From an optimization exercise on the open Yosys and OpenROAD flow, aimed at small area, a short achievable clock period and few clock cycles per item; shortcuts taken in it are not production practice. At most, simulation tests tie the RTL to the original design; equivalence was not proved. For run 1, only the layout was checked, not whether the RTL still works. Power and IR drop assume default switching activity.

## flow/design.v (module list and top-level ports; edited modules follow where they fit)
// module fx_arith_top: 1125 lines
// module fx_aoi22: 9 lines
// module fx_fa: 10 lines
// module fx_ha: 9 lines
// module fx_hai: 9 lines
// module fx_mux2i: 8 lines
// module fx_nand2: 7 lines
// module fx_xor2: 7 lines
module fx_arith_top (
  input  logic             clk,
  input  logic             rst_n,
  input  logic             in_valid,
  output logic             in_ready,
  input  fx_pkg::fx_word_t num_a,     
  input  fx_pkg::fx_word_t num_b,     
  input  logic             op_mul,
  output logic             out_valid,
  input  logic             out_ready,
  output fx_pkg::fx_word_t result,
  output logic             overflow,
  output logic             precision_lost
);
  // ...
==> flow/flow/run.sh <==
#!/bin/bash
# Own layout flow: the standard flow, with the design's one-gate modules
# (full and half adders, Booth select gates) given as the cells they stand
# for. Everything else, registers included, goes through the standard
# synthesis unchanged. Ports are buffered with plain buffers rather than
# delay cells, and the resizer may change a cell's footprint.
set -euo pipefail
work=$(pwd)
python3 flow/subst.py design.v flow/cells.v > design_cells.v 2> subst.log
bash standard.sh VERILOG_FILES="$work/design_cells.v" \
  BUFFER_PORTS_ARGS="-buffer_cell sky130_fd_sc_hd__buf_1" \
  MATCH_CELL_FOOTPRINT=0 finish > standard.log 2>&1
==> flow/flow/cells.v <==
// Cell-level bodies for the design's one-gate modules. flow/run.sh puts
// these in place of the RTL bodies before synthesis, so that each module
// becomes exactly the cell named here; the function is the same.
module fx_fa (input a, input b, input c, output s, output co);
  sky130_fd_sc_hd__fa_1 u (.A(a), .B(b), .CIN(c), .SUM(s), .COUT(co));
endmodule

module fx_ha (input a, input b, output s, output co);
  sky130_fd_sc_hd__ha_1 u (.A(a), .B(b), .SUM(s), .COUT(co));
endmodule

module fx_hai (input a, input b, output s, output co);
  sky130_fd_sc_hd__xnor2_1 us (.A(a), .B(b), .Y(s));
  sky130_fd_sc_hd__or2_1 uc (.A(a), .B(b), .X(co));
endmodule

module fx_aoi22 (input a, input b, input c, input d, output y);
  sky130_fd_sc_hd__a22oi_1 u (.A1(a), .A2(b), .B1(c), .B2(d), .Y(y));
endmodule

module fx_xor2 (input a, input b, output y);
  sky130_fd_sc_hd__xor2_1 u (.A(a), .B(b), .X(y));
endmodule

module fx_xnor2 (input a, input b, output y);
  sky130_fd_sc_hd__xnor2_1 u (.A(a), .B(b), .Y(y));
endmodule

module fx_nand2 (input a, input b, output y);
  sky130_fd_sc_hd__nand2_1 u (.A(a), .B(b), .Y(y));
endmodule

module fx_mux2i (input a0, input a1, input s, output y);
  sky130_fd_sc_hd__mux2i_1 u (.A0(a0), .A1(a1), .S(s), .Y(y));
endmodule
==> flow/flow/subst.py <==
#!/usr/bin/env python3
"""subst.py DESIGN CELLS: DESIGN with every module that CELLS defines taken
out, and CELLS appended, on stdout."""
import re
import sys

design = open(sys.argv[1]).read()
cells = open(sys.argv[2]).read()
names = re.findall(r'^\s*module\s+(\w+)', cells, re.M)
for n in names:
    pat = re.compile(r'^\s*module\s+' + n + r'\b.*?^\s*endmodule\b[^\n]*\n?', re.M | re.S)
    design, k = pat.subn('', design)
    print(f'{n}: replaced {k}', file=sys.stderr)
sys.stdout.write(design + '\n' + cells)
==> flow/standard.sh <==
#!/bin/bash
# synth_recipe.tcl (not shown) runs the flow's synth.tcl, then flattens the netlist and writes it again
# the make line also repeats each setting of config.mk as NAME=value (left out here)
make -C /OpenROAD-flow-scripts/flow DESIGN_CONFIG=/design/flow/config.mk WORK_HOME=/design/flow/orfs CLKGATE_MAP_FILE= SYNTH_SCRIPT=/design/flow/synth_recipe.tcl "${@:-finish}"
==> flow/config.mk <==
export PLATFORM = sky130hd
export DESIGN_NAME = fx_arith_top
export DESIGN_NICKNAME = fx_arith_top
export VERILOG_FILES = /design/flow/design.v
export SDC_FILE = /design/flow/constraint.sdc
export NUM_CORES = 4
export LEC_CHECK = 0
export ABC_AREA = 1
export CAP_MARGIN = 20
export CORE_MARGIN = 2
export CORE_UTILIZATION = 40
export CTS_BUF_LIST = sky130_fd_sc_hd__clkbuf_4 sky130_fd_sc_hd__clkbuf_8
export SETUP_SLACK_MARGIN = 0.6
export SLEW_MARGIN = 20
==> flow/constraint.sdc <==
create_clock -name core_clock -period 5.5 [get_ports {clk}]
set_input_delay 1.1000 -clock core_clock [delete_from_list [all_inputs] [get_ports {clk}]]
set_output_delay 1.1000 -clock core_clock [all_outputs]
set_load 0.01 [all_outputs]
==> tab_implementation.tex, run 1 <==
\begin{tabular}{lr}
\hline
Metric & Value \\
\hline
\multicolumn{2}{l}{\textbf{Cells and area}} \\
Most common cell after layout, fill and taps aside & sky130\_fd\_sc\_hd\_\_xor2\_1 \\
Non-clock inverter count in the final layout & 110 \\
Flip-flop and latch count & 37 \\
Non-clock buffering overhead & 6.93\% \\
Layout cell share with drive strength beyond 1 & 9.41\% \\
Area of the multi-input gates & 6540 sq um \\
\multicolumn{2}{l}{\textbf{Floorplanning}} \\
\# rows & 51 \\
Starting density of the core & 41.0\% \\
Area of the die & 21200 sq um \\
\multicolumn{2}{l}{\textbf{Worst hold path}} \\
Worst hold start & out\_valid \\
Hold/Removal Path Class & reg2reg \\
\multicolumn{2}{l}{\textbf{Critical path}} \\
Kind of cell with the highest combined delay on the critical path & adder cells \\
Buffers and inverters on the worst path & 2 \\
Delay of the slowest cell on the worst path & 0.50 ns \\
Startpoint Class & input port \\
Data required time of the worst path & 5.55 ns \\
Data arrival time of the critical path & 4.71 ns \\
Path depth of the worst reg2reg path & 2 \\
Crit end category & flip-flop \\
Largest fanout on the critical path & 6 \\
\multicolumn{2}{l}{\textbf{STA}} \\
Post-route worst setup slack & 0.845 ns \\
Final hold vios & 0 \\
\multicolumn{2}{l}{\textbf{Logic synthesis}} \\
Number of enable flip-flop cells after synthesis & 36 \\
Synthesized-area fraction occupied by ao, oa, aoi and oai cells & 13.1\% \\
Leading cell types by total area after synthesis & sky130\_fd\_sc\_hd\_\_fa\_1 28\%, sky130\_fd\_sc\_hd\_\_xor2\_1 16\%, sky130\_fd\_sc\_hd\_\_edfxtp\_1 13\% \\
Combined area of all synthesized cells & 8030 sq um \\
\multicolumn{2}{l}{\textbf{Power}} \\
Final Total Pwr & 4270 uW \\
Proportion of power drawn by the clock network & 5.7\% \\
Peak supply drop & 141 uV \\
\multicolumn{2}{l}{\textbf{Global route}} \\
Met3 track demand over resource in global routing & 4.14\% \\
Number of antenna violations at the first check in global routing & 0 \\
Largest net degree at the start of global routing & 39 \\
\multicolumn{2}{l}{\textbf{Detailed routing}} \\
Initial detailed-routing violation count & 553 \\
Total routed wire length on the met1 layer & 10200 microns \\
Highest routing layer actually used & met4 \\
Number of nets still failing antenna checks after routing & 0 \\
\multicolumn{2}{l}{\textbf{Status}} \\
Outcome & no timing/DRC/antenna violations \\
\multicolumn{2}{l}{\textbf{Place}} \\
Port Buffer Count & 56 \\
\multicolumn{2}{l}{\textbf{Clocking}} \\
TritonCTS clock tree & yes \\
Post-CTS resize count & 0 \\
\hline
\end{tabular}
==> inputs of run 2 (changes only) <==
--- a/flow/design.v
+++ b/flow/design.v
@@ -1091,48 +1091,51 @@
   fx_mux2i u_mx15 (.a0(~num_a[15]), .a1(c102), .s(op_mul), .y(dx15));
   fx_mux2i u_my15 (.a0(~num_b[15]), .a1(s103), .s(op_mul), .y(dy15));
   assign rx = {c110, c109, c108, c107, c106, c105, c104, c103, c102, c101, c100, c99, c98, c97, c96, c95, c94, c93, c92, c91, c90, c89, c88, c87, c86, c85, c84, hc19, hc18, hs18, pp0_1, ~num_b[1]};
   assign ry = {s111, s110, s109, s108, s107, s106, s105, s104, s103, s102, s101, s100, s99, s98, s97, s96, s95, s94, s93, s92, s91, s90, s89, s88, s87, s86, s85, s84, hs19, pp1_0, 1'b1, pp0_0};
   assign x_d = {dx15, dx14, dx13, dx12, dx11, dx10, dx9, dx8, dx7, dx6, dx5, dx4, dx3, dx2, dx1, dx0};
   assign y_d = {dy15, dy14, dy13, dy12, dy11, dy10, dy9, dy8, dy7, dy6, dy5, dy4, dy3, dy2, dy1, dy0};
   logic [31:0] x, y;
   logic [15:0] x_d, y_d;
-  logic        cy8, lost, ovf0, ovf1;
+  logic        cy8;
+  logic [7:0]  tl, th, ph;
   logic [15:0] sum_x, sum_y;
-  logic        carry8, ovf_nc, ovf_c;
+  logic        carry8;
+  logic [1:0]  lost_h, ovf_nc, ovf_c_n;
   logic        cy24;
   assign x = ~rx;
   assign y = ~ry;
   assign cy8  = (({1'b0, x[7:0]} + {1'b0, y[7:0]}) >> 8) != 9'd0;
-  assign lost = |((x[7:0] ^ y[7:0]) ^ {x[6:0] | y[6:0], 1'b0});
-  assign ovf0 = |((x[31:24] ^ y[31:24]) ^ {x[30:24] | y[30:24], 1'b0});
-  assign ovf1 = ~&(x[31:24] ^ y[31:24]);
+  assign tl   = (x[7:0] ^ y[7:0]) ^ {x[6:0] | y[6:0], 1'b0};
+  assign th   = (x[31:24] ^ y[31:24]) ^ {x[30:24] | y[30:24], 1'b0};
+  assign ph   = x[31:24] ^ y[31:24];
   assign in_ready = !out_valid || out_ready;
   always_ff @(posedge clk)
   begin
     if (!rst_n)
       out_valid <= 1'b0;
     else if (in_ready)
       out_valid <= in_valid;
   end
   always_ff @(posedge clk)
   begin
     if (in_ready)
     begin
-      sum_x          <= x_d;
-      sum_y          <= y_d;
-      carry8         <= op_mul & cy8;
-      precision_lost <= op_mul & lost;
-      ovf_nc         <= op_mul & ovf0;
-      ovf_c          <= !op_mul | ovf1;
+      sum_x   <= x_d;
+      sum_y   <= y_d;
+      carry8  <= op_mul & cy8;
+      lost_h  <= {op_mul & |tl[7:4], op_mul & |tl[3:0]};
+      ovf_nc  <= {op_mul & |th[7:4], op_mul & |th[3:0]};    
+      ovf_c_n <= {op_mul & &ph[7:4], op_mul & &ph[3:0]};    
     end
   end
   assign {cy24, result} = {1'b0, sum_x} + {1'b0, sum_y} + {16'd0, carry8};
-  assign overflow       = cy24 ? ovf_c : ovf_nc;
+  assign overflow       = cy24 ? ~&ovf_c_n : |ovf_nc;
+  assign precision_lost = |lost_h;
 endmodule
 module fx_aoi22 (
   input  logic a,
   input  logic b,
   input  logic c,
   input  logic d,
   output logic y
 );
==> flow/config.mk (replaced) <==
export PLATFORM = sky130hd
export DESIGN_NAME = fx_arith_top
export DESIGN_NICKNAME = fx_arith_top
export VERILOG_FILES = /design/flow/design.v
export SDC_FILE = /design/flow/constraint.sdc
export NUM_CORES = 4
export LEC_CHECK = 0
export ABC_AREA = 1
export CAP_MARGIN = 20
export CORE_MARGIN = 2
export CORE_UTILIZATION = 40
export SETUP_SLACK_MARGIN = 0.6
export SLEW_MARGIN = 20
==> run 2 against run 1 <==
Net effect:
- via count barely moved
- non-clock buffer count fell by 6
- still clean
- maximum frequency rose by 2.0%
- cell count fell by 0.48%
- largest power group unchanged
- flip-flop and latch count rose by 3
- die area rose by 1.0%
- worst setup slack improved by 0.090 ns
==> tab_implementation.tex, run 2 <==
\begin{tabular}{lr}
\hline
Metric & Value \\
\hline
\multicolumn{2}{l}{\textbf{Floorplanning}} \\
Vertical die dimension & 146 microns (about the same) \\
Starting density of the core & 40.5\% (was 41.0\%) \\
Core region area & 20000 sq um (was 19600 sq um) \\
Area of the die & 21400 sq um (was 21200 sq um) \\
\# rows & 52 (was 51) \\
Top-Level Pins & 57 (unchanged) \\
Die W & 146 microns (about the same) \\
\multicolumn{2}{l}{\textbf{Power}} \\
Cell leakage power & 0.00411 uW (was 0.00409 uW) \\
Areal power density over the cells & 470 nW/um\^{}2 (was 468 nW/um\^{}2) \\
Peak supply drop & 144 uV (was 141 uV) \\
\multicolumn{2}{l}{\textbf{Critical path}} \\
WS Path Type & in2reg (unchanged) \\
Crit end category & flip-flop (unchanged) \\
Data required time of the worst path & 5.57 ns (was 5.55 ns) \\
Data arrival time of the critical path & 4.64 ns (was 4.71 ns) \\
Path depth of the worst reg2reg path & 2 (unchanged) \\
Largest fanout on the critical path & 9 (was 6) \\
Startpoint Class & input port (unchanged) \\
\multicolumn{2}{l}{\textbf{Cells and area}} \\
Area growth from synthesis to layout & 13.5\% (was 13.9\%) \\
Largest regs & sum\_x (16), sum\_y (16) (unchanged) \\
Antenna diode instance count & 0 (unchanged) \\
Most common cell after layout, fill and taps aside & sky130\_fd\_sc\_hd\_\_xor2\_1 (unchanged) \\
Area of the multi-input gates & 6520 sq um (was 6540 sq um) \\
Nets & 1162 (was 1173) \\
Most used cells in the layout excluding fill and tap cells & 151 x sky130\_fd\_sc\_hd\_\_xor2\_1, 131 x sky130\_fd\_sc\_hd\_\_nand2\_1, 120 x sky130\_fd\_sc\_hd\_\_a22oi\_1, 111 x sky130\_fd\_sc\_hd\_\_fa\_1, 107 x sky130\_fd\_sc\_hd\_\_inv\_1 (was 143 x sky130\_fd\_sc\_hd\_\_xor2\_1, 142 x sky130\_fd\_sc\_hd\_\_nand2\_1, 120 x sky130\_fd\_sc\_hd\_\_a22oi\_1, 111 x sky130\_fd\_sc\_hd\_\_fa\_1, 106 x sky130\_fd\_sc\_hd\_\_inv\_1) \\
Layout cell share with drive strength beyond 1 & 7.47\% (was 9.41\%) \\
Filler instances & 2000 (was 1923) \\
Total area of sequential cells & 1190 sq um (was 1100 sq um) \\
\multicolumn{2}{l}{\textbf{Detailed routing}} \\
Post-route DRC violation count & 0 (unchanged) \\
DRT Wirelength & 23300 microns (was 22600 microns) \\
Via-per-instance ratio & 5.27 (was 5.24) \\
Average wire length per cell after detail routing & 18.7 microns (was 18.0 microns) \\
Number of vias after detailed routing & 6568 (was 6564) \\
Number of nets still failing antenna checks after routing & 0 (unchanged) \\
Initial detailed-routing violation count & 494 (was 553) \\
DR pass1 iterations & 5 (was 6) \\
\multicolumn{2}{l}{\textbf{STA}} \\
Worst clock skew & 0.00739 ns (was 0.00977 ns) \\
Headroom to the max-slew limit & 47.6\% (was 43.4\%) \\
Max-slew violations & 0 (unchanged) \\
Achievable clock frequency & 0.219 GHz (was 0.215 GHz) \\
Tightest Pin Transition & 0.787 ns (was 0.849 ns) \\
Setup total negative slack & 0 ns (unchanged) \\
Final setup viols & 0 (unchanged) \\
Shortest clock period the worst path allows after layout & 4.57 ns (was 4.66 ns) \\
Final hold vios & 0 (unchanged) \\
Portion of the clock cycle consumed by the worst path in the final layout & 83.0\% (was 84.6\%) \\
Worst slack on hold paths & 0.970 ns (was 0.854 ns) \\
Setup repair after global routing missed its margin & false (unchanged) \\
\multicolumn{2}{l}{\textbf{Logic synthesis}} \\
Avg Cell Area, Syn & 9.39 sq um (was 9.23 sq um) \\
Seq/Total Area, Yosys & 14.7\% (was 13.7\%) \\
Number of enable flip-flop cells after synthesis & 39 (was 36) \\
Combined area of all synthesized cells & 8110 sq um (was 8030 sq um) \\
Number of different library cells in the post-synthesis netlist & 26 (unchanged) \\
Post-synth top area cell & sky130\_fd\_sc\_hd\_\_fa\_1 (unchanged) \\
Area share of the leading cell type in the synthesized netlist & 27.4\% (was 27.7\%) \\
Commonest register cell after synthesis & sky130\_fd\_sc\_hd\_\_edfxtp\_1 (unchanged) \\
Leading cell types by total area after synthesis & sky130\_fd\_sc\_hd\_\_fa\_1 27\%, sky130\_fd\_sc\_hd\_\_xor2\_1 16\%, sky130\_fd\_sc\_hd\_\_edfxtp\_1 14\% (was sky130\_fd\_sc\_hd\_\_fa\_1 28\%, sky130\_fd\_sc\_hd\_\_xor2\_1 16\%, sky130\_fd\_sc\_hd\_\_edfxtp\_1 13\%) \\
Register bit count reported by yosys & 40 (was 37) \\
Most frequently used cell type in the post-synthesis netlist & sky130\_fd\_sc\_hd\_\_xor2\_1 (unchanged) \\
Count of synthesis-stage warnings from yosys & 1 (unchanged) \\
Most used standard cells in the synthesized netlist & 151 x sky130\_fd\_sc\_hd\_\_xor2\_1, 133 x sky130\_fd\_sc\_hd\_\_nand2\_1, 120 x sky130\_fd\_sc\_hd\_\_a22oi\_1, 111 x sky130\_fd\_sc\_hd\_\_fa\_1, 107 x sky130\_fd\_sc\_hd\_\_inv\_1 (was 143 x sky130\_fd\_sc\_hd\_\_xor2\_1, 142 x sky130\_fd\_sc\_hd\_\_nand2\_1, 120 x sky130\_fd\_sc\_hd\_\_a22oi\_1, 111 x sky130\_fd\_sc\_hd\_\_fa\_1, 109 x sky130\_fd\_sc\_hd\_\_inv\_1) \\
Fraction of registers with async set or reset after synthesis & 0\% (unchanged) \\
Cell count after synthesis & 864 (was 869) \\
Syn\_nets & 1050 (was 1055) \\
\multicolumn{2}{l}{\textbf{Place}} \\
Port Buffer Count & 56 (unchanged) \\
HPWL reported at the end of detailed placement & 17900 microns (was 18300 microns) \\
Last weighted congestion value of the routability-driven placer & 0.919 (was 0.925) \\
\multicolumn{2}{l}{\textbf{Clocking}} \\
TritonCTS buffer count & 5 (unchanged) \\
Clock transition at the register clock pins on the worst setup and hold paths after CTS & 0.06 ns (was 0.08 ns) \\
Number of buffers inserted for hold repair after clock tree synthesis & 0 (unchanged) \\
H-tree depth & 2 (unchanged) \\
Clock latency on the worst-skew pair & 0.29 ns (about the same) \\
TritonCTS clock tree & yes (unchanged) \\
Clock sink count & 40 (was 37) \\
Clock root buffer & sky130\_fd\_sc\_hd\_\_clkbuf\_16 (was sky130\_fd\_sc\_hd\_\_clkbuf\_8) \\
Clock Path Buffers & 2 (unchanged) \\
\multicolumn{2}{l}{\textbf{Global route}} \\
Global-route usage over all layers & 22.5\% (was 21.6\%) \\
First-pass GRT wire length & 37700 microns (was 36400 microns) \\
Number of global-route vias before repair & 6858 (was 6702) \\
Residual overflow from global routing & 0 (unchanged) \\
Largest net degree at the start of global routing & 41 (was 39) \\
Number of antenna violations at the first check in global routing & 0 (unchanged) \\
\multicolumn{2}{l}{\textbf{Status}} \\
Outcome & no timing/DRC/antenna violations (unchanged) \\
\multicolumn{2}{l}{\textbf{Flow run}} \\
Number of max-cap violations & 0 (unchanged) \\
\multicolumn{2}{l}{\textbf{Worst hold path}} \\
Hold/Removal Path Class & reg2reg (unchanged) \\
Instance count along the most critical hold path & 2 (unchanged) \\
\hline
\end{tabular}
==> run 2: changes by cell type after synthesis, sizes merged, moves of 2 or more <==
cell | before | now
nand2 | 146 | 137
xor2 | 143 | 151
edfxtp | 36 | 39
nor2 | 30 | 33
inv | 110 | 108
nand3 | 18 | 16
o21a | 2 | 0
o21ai | 3 | 1
==> run 2: metrics by stage <==
step	total power, uW	util [%]	instance area, sq um	cells	setup slack [ns]
after detailed placement	4020	45.1	9030	1239	0.508
after CTS	4360	45.9	9200	1247	0.795
final	4320	45.9	9200	1247	0.935
after global routing	4860	45.9	9200	1247	0.744
after global placement	3960	45.1	9030	1239	0.506
after floorplan	3070	-	8110	864	0.716
==> run 2: per-layer routing <==
metal	wire length, microns	global-route usage (%)
met5	0	0
met4	435	6.17
met3	1610	2.97
met2	11300	38.0
met1	9940	30.6
==> run 2: path summary, 6_finish.rpt <==
path,to,from,slack [ns]
max,sum_y[7],num_b[5],0.93
min,sum_y[1],out_valid,0.97
max reg2reg,sum_y[15],out_valid,4.23
min reg2reg,sum_y[1],out_valid,0.97
==> run 2: final cells by class <==
cell class	count	share of cell area (%)
Clock buffer	5	1.36
Clock inverter	3	0.462
Tap cell	270	3.67
Inverter	108	4.41
Timing Repair Buffer	105	6.31
Multi-Input combinational cell	716	70.8
Sequential cell	40	12.9
==> run 2: kinds of logic (layout without fill, tap and decap cells) <==
group,after synthesis,in the layout,share of synthesized area [%]
compound gates,144,144,12.7
xor+xnor,174,174,18.8
fa+ha+maj,149,149,33.3
buf+inv,108,221,5.00
flops,40,40,14.7
mux,33,33,4.09
simple gates,216,216,11.5
==> run 2: critical path: stages <==
cell and delay, ns:
sky130_fd_sc_hd__buf_1 0.20, sky130_fd_sc_hd__nor2_1 0.08, sky130_fd_sc_hd__nor2_1 0.44, sky130_fd_sc_hd__buf_4 0.27, sky130_fd_sc_hd__a22oi_1 0.12, sky130_fd_sc_hd__xor2_1 0.25
sky130_fd_sc_hd__fa_1 0.47, sky130_fd_sc_hd__fa_1 0.43, sky130_fd_sc_hd__fa_1 0.53, sky130_fd_sc_hd__fa_1 0.44, sky130_fd_sc_hd__mux2i_1 0.31
==> run 2: what timing repair did <==
action                     4_1_cts  5_1_grt
setup buffers                    0        0
gates resized for setup          0        1
setup endpoints to repair        0        1
==> run 2: where the power goes <==
part	switching, uW	internal (uW)
sequential	43.4	553
clock	117	213
combinational	1990	1410
total	2150	2180
Testbench counts of run 2, summed over its fixed seeds: cycles 12,008, items 12,000.
==> inputs of run 3 (changes only) <==
--- a/flow/config.mk
+++ b/flow/config.mk
@@ -9,5 +9,6 @@
 export CAP_MARGIN = 20
 export CORE_MARGIN = 2
 export CORE_UTILIZATION = 40
+export CTS_BUF_LIST = sky130_fd_sc_hd__clkbuf_4 sky130_fd_sc_hd__clkbuf_8
 export SETUP_SLACK_MARGIN = 0.6
 export SLEW_MARGIN = 20
==> run 3 against run 2 <==
Net effect:
- largest power group unchanged
- final area shrank 0.64%
- critical endpoint unchanged
- flip-flop and latch count is the same
- non-clock buffer count is the same
- still clean on timing, DRC and antenna
- clock skew grew 0.0041 ns
- global-route usage is essentially flat
- combinational power is essentially flat
- worst setup slack lost 0.16 ns
==> tab_implementation.tex, run 3 <==
\begin{tabular}{lr}
\hline
Metric & Value \\
\hline
\multicolumn{2}{l}{\textbf{Status}} \\
Outcome & no timing/DRC/antenna violations (unchanged) \\
\multicolumn{2}{l}{\textbf{Logic synthesis}} \\
Syn\_nets & 1050 (unchanged) \\
Mux share of post-synthesis cell area & 4.09\% (unchanged) \\
Commonest register cell after synthesis & sky130\_fd\_sc\_hd\_\_edfxtp\_1 (unchanged) \\
Register bit count reported by yosys & 40 (unchanged) \\
Seq/Total Area, Yosys & 14.7\% (unchanged) \\
Fraction of registers with async set or reset after synthesis & 0\% (unchanged) \\
Most frequently used cell type in the post-synthesis netlist & sky130\_fd\_sc\_hd\_\_xor2\_1 (unchanged) \\
Most used standard cells in the synthesized netlist & 151 x sky130\_fd\_sc\_hd\_\_xor2\_1, 133 x sky130\_fd\_sc\_hd\_\_nand2\_1, 120 x sky130\_fd\_sc\_hd\_\_a22oi\_1, 111 x sky130\_fd\_sc\_hd\_\_fa\_1, 107 x sky130\_fd\_sc\_hd\_\_inv\_1 (unchanged) \\
Synthesized-area fraction occupied by ao, oa, aoi and oai cells & 12.7\% (unchanged) \\
Leading cell types by total area after synthesis & sky130\_fd\_sc\_hd\_\_fa\_1 27\%, sky130\_fd\_sc\_hd\_\_xor2\_1 16\%, sky130\_fd\_sc\_hd\_\_edfxtp\_1 14\% (unchanged) \\
Main combinational cell family by area after synthesis & adder cells (unchanged) \\
Count of synthesis-stage warnings from yosys & 1 (unchanged) \\
Cell count after synthesis & 864 (unchanged) \\
Post-synth top area cell & sky130\_fd\_sc\_hd\_\_fa\_1 (unchanged) \\
Number of different library cells in the post-synthesis netlist & 26 (unchanged) \\
Number of enable flip-flop cells after synthesis & 39 (unchanged) \\
Fraction of synthesized cell area in xor and xnor cells & 18.8\% (unchanged) \\
Post-synthesis adder-cell area fraction & 33.3\% (unchanged) \\
Synthesized-area fraction occupied by and/or/nand/nor cells & 11.5\% (unchanged) \\
Avg Cell Area, Syn & 9.39 sq um (unchanged) \\
Area share of the leading cell type in the synthesized netlist & 27.4\% (unchanged) \\
Combined area of all synthesized cells & 8110 sq um (unchanged) \\
\multicolumn{2}{l}{\textbf{STA}} \\
Headroom to the max-slew limit & 47.1\% (was 47.6\%) \\
Final setup viols & 0 (unchanged) \\
Final hold vios & 0 (unchanged) \\
Setup repair after global routing missed its margin & false (unchanged) \\
Post-route worst setup slack & 0.775 ns (was 0.935 ns) \\
Max-slew violations & 0 (unchanged) \\
Setup total negative slack & 0 ns (unchanged) \\
Worst clock skew & 0.0115 ns (was 0.00739 ns) \\
Shortest clock period the worst path allows after layout & 4.73 ns (was 4.57 ns) \\
Achievable clock frequency & 0.212 GHz (was 0.219 GHz) \\
Tightest Pin Transition & 0.793 ns (was 0.787 ns) \\
Portion of the clock cycle consumed by the worst path in the final layout & 85.9\% (was 83.0\%) \\
\multicolumn{2}{l}{\textbf{Cells and area}} \\
Largest regs & sum\_x (16), sum\_y (16) (unchanged) \\
Utilization after layout & 45.6\% (was 45.9\%) \\
Area growth from synthesis to layout & 12.7\% (was 13.5\%) \\
Nets & 1162 (unchanged) \\
Filler instances & 2008 (was 2000) \\
Layout cell share with drive strength beyond 1 & 7.37\% (was 7.47\%) \\
Most used cells in the layout excluding fill and tap cells & 151 x sky130\_fd\_sc\_hd\_\_xor2\_1, 132 x sky130\_fd\_sc\_hd\_\_nand2\_1, 120 x sky130\_fd\_sc\_hd\_\_a22oi\_1, 111 x sky130\_fd\_sc\_hd\_\_fa\_1, 107 x sky130\_fd\_sc\_hd\_\_inv\_1 (was 151 x sky130\_fd\_sc\_hd\_\_xor2\_1, 131 x sky130\_fd\_sc\_hd\_\_nand2\_1, 120 x sky130\_fd\_sc\_hd\_\_a22oi\_1, 111 x sky130\_fd\_sc\_hd\_\_fa\_1, 107 x sky130\_fd\_sc\_hd\_\_inv\_1) \\
Antenna diode instance count & 0 (unchanged) \\
Most common cell after layout, fill and taps aside & sky130\_fd\_sc\_hd\_\_xor2\_1 (unchanged) \\
\multicolumn{2}{l}{\textbf{Power}} \\
Relative contribution of sequential cells to total power & 14.1\% (was 13.8\%) \\
Share of power burned in combinational logic & 80.2\% (was 78.6\%) \\
Peak supply drop & 132 uV (was 144 uV) \\
Net switching power figure & 2140 uW (was 2150 uW) \\
Internal Pwr Total & 2100 uW (was 2180 uW) \\
Areal power density over the cells & 464 nW/um\^{}2 (was 470 nW/um\^{}2) \\
Cell leakage power & 0.00409 uW (was 0.00411 uW) \\
Proportion of power drawn by the clock network & 5.7\% (was 7.6\%) \\
Sw Ratio & 50.5\% (was 49.6\%) \\
\multicolumn{2}{l}{\textbf{Detailed routing}} \\
Number of nets still failing antenna checks after routing & 0 (unchanged) \\
Initial detailed-routing violation count & 587 (was 494) \\
DR pass1 iterations & 6 (was 5) \\
Average wire length per cell after detail routing & 18.7 microns (about the same) \\
Post-route DRC violation count & 0 (unchanged) \\
Number of vias after detailed routing & 6607 (was 6568) \\
DRT Wirelength & 23300 microns (about the same) \\
Via-per-instance ratio & 5.30 (was 5.27) \\
\multicolumn{2}{l}{\textbf{Critical path}} \\
Largest fanout on the critical path & 20 (was 9) \\
Data arrival time of the critical path & 4.82 ns (was 4.64 ns) \\
WS Path Type & in2reg (unchanged) \\
Data required time of the worst path & 5.60 ns (was 5.57 ns) \\
Startpoint Class & input port (unchanged) \\
Crit end category & flip-flop (unchanged) \\
\multicolumn{2}{l}{\textbf{Floorplanning}} \\
Area of the die & 21400 sq um (unchanged) \\
\# rows & 52 (unchanged) \\
Starting density of the core & 40.5\% (unchanged) \\
Top-Level Pins & 57 (unchanged) \\
Die W & 146 microns (unchanged) \\
Core region area & 20000 sq um (unchanged) \\
Vertical die dimension & 146 microns (unchanged) \\
\multicolumn{2}{l}{\textbf{Global route}} \\
Number of antenna violations at the first check in global routing & 0 (unchanged) \\
Number of global-route vias before repair & 6845 (was 6858) \\
Residual overflow from global routing & 0 (unchanged) \\
First-pass GRT wire length & 37700 microns (about the same) \\
Global-route usage over all layers & 22.6\% (was 22.5\%) \\
Largest net degree at the start of global routing & 41 (unchanged) \\
\multicolumn{2}{l}{\textbf{Worst hold path}} \\
Hold/Removal Path Class & reg2reg (unchanged) \\
\multicolumn{2}{l}{\textbf{Clocking}} \\
Number of buffers inserted for hold repair after clock tree synthesis & 0 (unchanged) \\
Clock Path Buffers & 2 (unchanged) \\
TritonCTS clock tree & yes (unchanged) \\
Post-CTS resize count & 0 (unchanged) \\
Clock latency on the worst-skew pair & 0.30 ns (was 0.29 ns) \\
H-tree depth & 2 (unchanged) \\
Clock transition at the register clock pins on the worst setup and hold paths after CTS & 0.09 ns (was 0.06 ns) \\
Clock root buffer & sky130\_fd\_sc\_hd\_\_clkbuf\_8 (was sky130\_fd\_sc\_hd\_\_clkbuf\_16) \\
Clock sink count & 40 (unchanged) \\
Setup fix buffers added after clock tree synthesis & 0 (unchanged) \\
TritonCTS buffer count & 5 (unchanged) \\
\multicolumn{2}{l}{\textbf{Place}} \\
Last weighted congestion value of the routability-driven placer & 0.919 (unchanged) \\
Worst setup slack after placement & 0.508 ns (unchanged) \\
HPWL reported at the end of detailed placement & 17900 microns (unchanged) \\
Port Buffer Count & 56 (unchanged) \\
\multicolumn{2}{l}{\textbf{Flow run}} \\
Number of max-cap violations & 0 (unchanged) \\
\hline
\end{tabular}
run 3: cell counts after synthesis:
Identical to the previous run, type by type.
run 3: final cells by class:
cell class	instances	area (sq um)	share of cell area (%)
clock buffers	5	68.8	0.753
well taps	270	338	3.70
multi-input cells	716	6520	71.3
clock inverters	3	42.5	0.465
repair buffers	105	581	6.35
inverters	108	405	4.43
flip-flops and latches	40	1190	13.0
run 3: routing by layer:
metal | track usage [%] | vias up | part of all wire [%]
met5 | 0 | - | 0
met4 | 6.02 | 0 | 2.0
met3 | 3.06 | 27 | 6.6
met2 | 37.9 | 252 | 49
met1 | 30.8 | 3216 | 43
li1 | - | 3112 | -
run 3: path summary, 6_finish.rpt:
kind | from | end | slack [ns] | cells after the start
worst min register to register | out_valid | sum_y[1] | 0.97 | 2
worst max register to register | out_valid | sum_y[15] | 4.23 | 2
worst max-delay path | num_b[3] | sum_y[7] | 0.77 | 11
worst min-delay path | out_valid | sum_y[1] | 0.97 | 2
run 3: stage by stage:
| stage | area [sq um] | power, uW | hold slack (ns) | std cells |
|---|---|---|---|---|
| global placement | 9030 | 3960 | 0.990 | 1239 |
| detailed placement | 9030 | 4020 | 0.998 | 1239 |
| CTS | 9140 | 4270 | 1.01 | 1247 |
| finish | 9140 | 4240 | 0.973 | 1247 |
| global route | 9140 | 4770 | 1.02 | 1247 |
| floorplan | 8110 | 3070 | 1.24 | 864 |
run 3: kinds of logic after synthesis:
kind of cell	Yosys count
mux	33
xor+xnor	174
simple gates	216
buf+inv	108
flops	40
fa+ha+maj	149
compound gates	144
run 3: power by group through the flow:
stage | sequential, uW | clock (uW) | combinational (uW)
finish | 596 | 242 | 3400
global route | 614 | 262 | 3900
CTS | 598 | 250 | 3420
detailed placement | 605 | 0 | 3410
global placement | 600 | 0 | 3360
floorplan | 591 | 0 | 2480
run 3: worst max-delay path: stages:
cell,delay [ns]
sky130_fd_sc_hd__buf_1,0.09
sky130_fd_sc_hd__buf_4,0.37
sky130_fd_sc_hd__nand3_1,0.12
sky130_fd_sc_hd__nand2_1,0.53
sky130_fd_sc_hd__a22oi_1,0.17
sky130_fd_sc_hd__xor2_1,0.23
sky130_fd_sc_hd__fa_1,0.52
sky130_fd_sc_hd__fa_1,0.43
sky130_fd_sc_hd__fa_1,0.54
sky130_fd_sc_hd__fa_1,0.44
sky130_fd_sc_hd__mux2i_1,0.28

==> what the ideal ports hide <==
No port has a modelled driver above. Below, the same layouts with a new extraction and two added sets of constraints.
Step 1 sets driving cells, clkbuf_16 on the clock port and buf_2 on the other inputs (assumed; they add their load-dependent delay and slew).
Step 2, shift: input delay + t, output delay - t, t = (earliest + latest rising clock arrival at the registers) / 2. This alone moves slack from input paths to output paths.
a / b / c = ideal ports / drivers / drivers and shift; a / b = the first two.
run	shift t [ns]	slack for setup (ns)	worst hold slack (ns)	worst setup path after step 2	pins driven straight from the clock port
run 1	0.320	0.845 / 0.843 / 0.523	0.854 / 0.854 / 0.854	input to register	1
run 2	0.321	0.935 / 0.927 / 0.606	0.970 / 0.970 / 0.970	input to register	1
run 3	0.329	0.775 / 0.785 / 0.456	0.973 / 0.973 / 0.973	input to register	1
After both steps setup and hold are still met in every run listed. For run 2, which loses most, drivers alone change the setup slack by -0.008 ns; drivers and shift together by -0.329 ns.
